Context: an optimization exercise on an open-source flow, tuned for small area and a short achievable clock period. The choices shown serve that exercise and are no tape-out recipe. At most, simulation tests tie the RTL to the original design; equivalence was not proved. The clock port is modelled as an ideal driver, which makes a skipped or thinned clock tree look cheaper than it is; a real chip needs a root buffer or a tree. Power and IR drop assume default switching activity.

## run a
Design wav_riff_stream_parser, start of the top module:
module wav_riff_stream_parser (
    input  wire             clk,
    input  wire             rst_n,
    input  wire             bytes_valid,
    output wire             bytes_ready,
    input  wire  [7:0]      bytes_in_byte,
    input  wire             bytes_end_of_file,
    output wire             results_valid,
    input  wire             results_ready,
    output wire  [1:0]      results_out_kind,
    output wire  [15:0]     results_sample_word,
    output wire  [1:0]      results_channel_count,
    output wire  [4:0]      results_sample_bits,
    output wire  [31:0]     results_sample_rate_hz,
    output wire  [2:0]      results_error_code,
    output wire             results_last_of_file
);
    localparam logic [1:0] KIND_FORMAT = wrp_pkg::KIND_FORMAT;
    localparam logic [1:0] KIND_SAMPLE = wrp_pkg::KIND_SAMPLE;
    localparam logic [1:0] KIND_ERROR  = wrp_pkg::KIND_ERROR;
    localparam logic [5:0] PH_HDR   = 6'b000001;
    localparam logic [5:0] PH_CHK   = 6'b000010;
    localparam logic [5:0] PH_FMT   = 6'b000100;
    localparam logic [5:0] PH_SKIP  = 6'b001000;
    localparam logic [5:0] PH_DATA  = 6'b010000;
    localparam logic [5:0] PH_DRAIN = 6'b100000;
    logic [1:0]  step;
    logic        ready_q;
    logic        ready_o;             
    logic        proc;                
    logic        dec;                 
    logic        outv;
    logic [5:0]  phase;
    logic [4:0]  cnt;
    logic        swapped;
    logic        seen;
    logic [7:0]  r0, r1, r2, r3;      
    logic [7:0]  c0, c1, c2, c3;      
    logic        rb, cb, kb;          
    logic        rza, a1, a2;         
    logic        rz;                  
    logic        cl;                  
    logic        clt3;                
    logic        ma, mb;              
    logic        tagok;
    logic [1:0]  chan_q;
    logic [1:0]  bits_q;              
    logic [31:0] rate_q;
    logic [15:0] word_q;
    logic [7:0]  b_q;                 
    logic        eof_q;
    logic        cand0;               
    logic        r_load, c_load;      
    logic [1:0]  kind_q;
    logic [2:0]  err_q;
    logic        last_q;
    logic        emit_q, clrf_q;
    assign bytes_ready            = ready_o;
    assign results_valid          = outv;
  ...
Size in the first run: ~7300 µm² of cells after synthesis.
export LEC_CHECK = 0
export ABC_AREA = 1
export CAP_MARGIN = 20
export CORE_MARGIN = 2
export CORE_UTILIZATION = 40
export SETUP_SLACK_MARGIN = 4.0
export SLEW_MARGIN = 20
create_clock -name core_clock -period 6.0 [get_ports {clk}]
standard.sh (not shown) runs the stock make flow with config.mk's settings and CLKGATE_MAP_FILE= SYNTH_SCRIPT=/design/flow/synth_recipe.tcl, a recipe that flattens the netlist after the stock synthesis.
==> flow/flow/run.sh <==
#!/bin/bash
# The standard layout (the standard.sh: standard synthesis and ORFS flow),
# with two changes: the port buffers are buf_1 cells, and the clock tree is
# two levels of clock buffers built by flow/pre_cts.tcl instead of
# TritonCTS, whose root buffer drives leaves spread over the whole die. Each tool's full output stays in ORFS's own logs
# under orfs/logs; make's output goes to flow_make.log here.
set -euo pipefail
here=$(pwd)
bash standard.sh "BUFFER_PORTS_ARGS=-buffer_cell sky130_fd_sc_hd__buf_1" \
  "PRE_CTS_TCL=$here/flow/pre_cts.tcl" finish > flow_make.log 2>&1
Other scripts of this flow, unchanged in this note and not shown: flow/flow/mytree2.tcl, flow/flow/pre_cts.tcl
Changes in run b relative to run a:
Settings: SETUP_SLACK_MARGIN changed from 4.0 to 3.8.
Findings:
- Summary: with run a as the reference, total length of routed wires in run b moved down by a few percent.
- Looking at count of fill cells added during filler insertion, run b sits above run a.
- Comparing run b and run a, setup slack is lower on run b.
- Diff run a -> run b | overall power of the completed layout | down slightly
- [run b] fmax fell 3.5% relative to run a
- Diff run b..run a | basic-gate share of the synthesized area counting and, or, nand and nor cells | unchanged
- Sort run b and run a by total global routing track utilization, descending, and run a comes first.
Function was not checked in any run of this note: the RTL went through the layout flow alone. In every run of this note, the design's own scripts or RTL, not TritonCTS, make the clock network.

========
job 8657:
wav_riff_stream_parser, a different RTL version from the one above (not shown whole).
Size: roughly 160 flip-flops.
export LEC_CHECK = 0
export ABC_AREA = 1
export CAP_MARGIN = 20
export CORE_MARGIN = 2
export CORE_UTILIZATION = 40
export SETUP_SLACK_MARGIN = 3.75
export SLEW_MARGIN = 20
create_clock -name core_clock -period 6.0 [get_ports {clk}]
==> flow/flow/mytree2.tcl <==
proc kmeans { pts nb } {
  # pts: list of {id x y}; returns list of cluster index per point
  set n [llength $pts]
  set sorted [lsort -integer -index 1 $pts]
  set cx {}; set cy {}
  for {set k 0} {$k < $nb} {incr k} {
    set s [lindex $sorted [expr {int(($k + 0.5) * $n / $nb)}]]
    lappend cx [lindex $s 1]; lappend cy [lindex $s 2]
  }
  set assign {}
  for {set iter 0} {$iter < 40} {incr iter} {
    set sx [lrepeat $nb 0.0]; set sy [lrepeat $nb 0.0]; set sc [lrepeat $nb 0]
    set assign {}
    foreach s $pts {
      lassign $s id x y
      set best 0; set bd 1e18
      for {set k 0} {$k < $nb} {incr k} {
        set dx [expr {$x - [lindex $cx $k]}]; set dy [expr {$y - [lindex $cy $k]}]
        set d [expr {$dx*$dx + $dy*$dy}]
        if {$d < $bd} { set bd $d; set best $k }
      }
      lappend assign $best
      lset sx $best [expr {[lindex $sx $best] + $x}]
      lset sy $best [expr {[lindex $sy $best] + $y}]
      lset sc $best [expr {[lindex $sc $best] + 1}]
    }
    for {set k 0} {$k < $nb} {incr k} {
      if {[lindex $sc $k] > 0} {
        lset cx $k [expr {int([lindex $sx $k] / [lindex $sc $k])}]
        lset cy $k [expr {int([lindex $sy $k] / [lindex $sc $k])}]
      }
    }
  }
  return [list $assign $cx $cy]
}

proc add_buf { block master name innet x y } {
  set buf [odb::dbInst_create $block $master $name]
  set net [odb::dbNet_create $block "${name}_net"]
  $net setSigType CLOCK
  [$buf findITerm A] connect $innet
  [$buf findITerm X] connect $net
  $buf setLocation $x $y
  $buf setPlacementStatus PLACED
  return $net
}

proc my_clock_tree2 { ntop leaf topcell leafcell } {
  set block [ord::get_db_block]
  set db [ord::get_db]
  set clknet [$block findNet clk]
  set sinks {}
  set i 0
  foreach it [$clknet getITerms] {
    lassign [[$it getInst] getLocation] x y
    lappend sinks [list $i $x $y]
    lappend iterms $it
    incr i
  }
  lassign [kmeans $sinks $ntop] top cx cy
  set mtop [$db findMaster $topcell]
  set mleaf [$db findMaster $leafcell]
  set nleaves 0
  for {set t 0} {$t < $ntop} {incr t} {
    set members {}
    foreach s $sinks a $top { if {$a == $t} { lappend members $s } }
    if {[llength $members] == 0} { continue }
    set tnet [add_buf $block $mtop "clkbuf_top_$t" $clknet [lindex $cx $t] [lindex $cy $t]]
    set nl [expr {int(ceil([llength $members] / double($leaf)))}]
    lassign [kmeans $members $nl] sub lx ly
    for {set l 0} {$l < $nl} {incr l} {
      set mine {}
      foreach s $members a $sub { if {$a == $l} { lappend mine [lindex $s 0] } }
      if {[llength $mine] == 0} { continue }
      set lnet [add_buf $block $mleaf "clkbuf_leaf_${t}_$l" $tnet [lindex $lx $l] [lindex $ly $l]]
      incr nleaves
      foreach i $mine {
        set it [lindex $iterms $i]
        $it disconnect
        $it connect $lnet
      }
    }
  }
  puts "my_clock_tree2: [llength $sinks] sinks, $ntop top buffers, $nleaves leaf buffers"
}
==> flow/flow/pre_cts.tcl <==
# Sourced by ORFS's cts.tcl before clock tree synthesis (PRE_CTS_TCL).
# Replaces TritonCTS's tree by a shallower balanced one: the clock port drives
# four top buffers (one per k-means cluster of flip-flops), each of which
# drives leaf buffers, one per sub-cluster of at most 20 flip-flops.
source [file join [file dirname [info script]] mytree2.tcl]
my_clock_tree2 4 20 sky130_fd_sc_hd__clkbuf_16 sky130_fd_sc_hd__clkbuf_8
rename clock_tree_synthesis triton_clock_tree_synthesis
proc clock_tree_synthesis { args } {
  puts "clock_tree_synthesis: tree built by pre_cts.tcl, TritonCTS not run"
  set_propagated_clock [all_clocks]
}
Scripts as last shown in full above: flow/flow/run.sh
Job 8657 completed; timing, DRC and antenna clean
Relative to job 8657, the following input files were edited for job 333:
Settings: SLEW_MARGIN: 20 -> 10; CAP_MARGIN: 20 -> 10.
--- a/flow/flow/pre_cts.tcl
+++ b/flow/flow/pre_cts.tcl
@@ -6 +6 @@
-my_clock_tree2 4 20 sky130_fd_sc_hd__clkbuf_16 sky130_fd_sc_hd__clkbuf_8
+my_clock_tree2 4 20 sky130_fd_sc_hd__clkbuf_8 sky130_fd_sc_hd__clkbuf_8
==> notes.md <==
- Comparing job 8657 and job 333, the lower utilization was measured on job 333.
- Diff job 8657..job 333 | via density per instance | negligible
- Job 333 ended with less area added between synthesis and finish than job 8657.
- | sequential fraction of total cell area | job 333 vs job 8657 | 0.44 points higher |
- Higher static leakage goes to job 8657 over job 333.
- For path length in cells of the critical path, job 8657 and job 333 come out practically identical.
diff inputs: job 333 => job 3893
Settings: SETUP_SLACK_MARGIN: 3.75 -> 3.8; CAP_MARGIN: 10 -> 20; SLEW_MARGIN: 10 -> 20.
--- a/flow/flow/mytree2.tcl
+++ b/flow/flow/mytree2.tcl
@@ -72,3 +71,0 @@
-      set mine {}
-      foreach s $members a $sub { if {$a == $l} { lappend mine [lindex $s 0] } }
-      if {[llength $mine] == 0} { continue }
@@ -77,4 +74,6 @@
-      foreach i $mine {
-        set it [lindex $iterms $i]
-        $it disconnect
-        $it connect $lnet
+      foreach s $members a $sub {
+        if {$a == $l} {
+          set it [lindex $iterms [lindex $s 0]]
+          $it disconnect
+          $it connect $lnet
+        }
--- a/flow/flow/pre_cts.tcl
+++ b/flow/flow/pre_cts.tcl
@@ -4 +4 @@
-# drives leaf buffers, one per sub-cluster of at most 20 flip-flops.
+# drives leaf buffers, one per sub-cluster of at most 14 flip-flops.
@@ -6 +6 @@
-my_clock_tree2 4 20 sky130_fd_sc_hd__clkbuf_8 sky130_fd_sc_hd__clkbuf_8
+my_clock_tree2 4 14 sky130_fd_sc_hd__clkbuf_8 sky130_fd_sc_hd__clkbuf_8
## What came out
- Compared with job 333, in job 3893 total design power +0.041 mW, worst hold margin saw little to no change, share of total power in combinational logic has remained practically unchanged, met2 layer usage reported by global route ~0 delta, fraction of area in multi-input gates comparable.
- In the flow results for job 333 and job 3893, the post-detailed-route via-to-cell ratio is larger on job 3893.
- For the post-synthesis to final-layout area growth, job 3893 came in 1.1 points higher than job 333 did.
- Status: final critical-path setup slack parity (job 3893, job 333)
- Changes observed in job 3893 relative to job 333: final routed wirelength across all metal layers went up 0.36%; sequential share of layout area lost 0.45 points.
No run of this note takes its clock network from TritonCTS; it comes from the design's own scripts or RTL.

-- separate check: timing with driven ports --
Ports are ideal in the flow. The routed layouts listed here were re-timed in OpenROAD. Step 1 (the two cells are an assumption about what drives the block):
set clk [get_ports {clk}]
set_driving_cell -lib_cell sky130_fd_sc_hd__clkbuf_16 $clk
set_driving_cell -lib_cell sky130_fd_sc_hd__buf_2 [delete_from_list [all_inputs] $clk]
Step 2 also shifts input and output timing later by t, the mid clock arrival at the registers, as if the neighbouring blocks saw the same clock. a / b / c = ideal / step 1 / step 2; a / b = the first two.
run | t (ns) | setup slack, ns | worst register clock-pin slew, ns | worst data-port slew with drivers (ns)
run a | 0.366 | 3.930 / 3.855 / 3.816 | 0.10 / 0.10 | 0.04
run b | 0.364 | 3.856 / 3.780 / 3.778 | 0.11 / 0.11 | 0.03
job 8657 | 0.369 | 3.819 / 3.726 / 3.885 | 0.11 / 0.11 | 0.03
job 333 | 0.365 | 3.809 / 3.731 / 3.884 | 0.11 / 0.11 | 0.03
job 3893 | 0.369 | 3.808 / 3.730 / 3.891 | 0.10 / 0.10 | 0.03
After both steps setup and hold are still met in every run listed. The setup slack of run a, which loses most, moves by -0.075 ns with the drivers and by -0.114 ns with both steps.
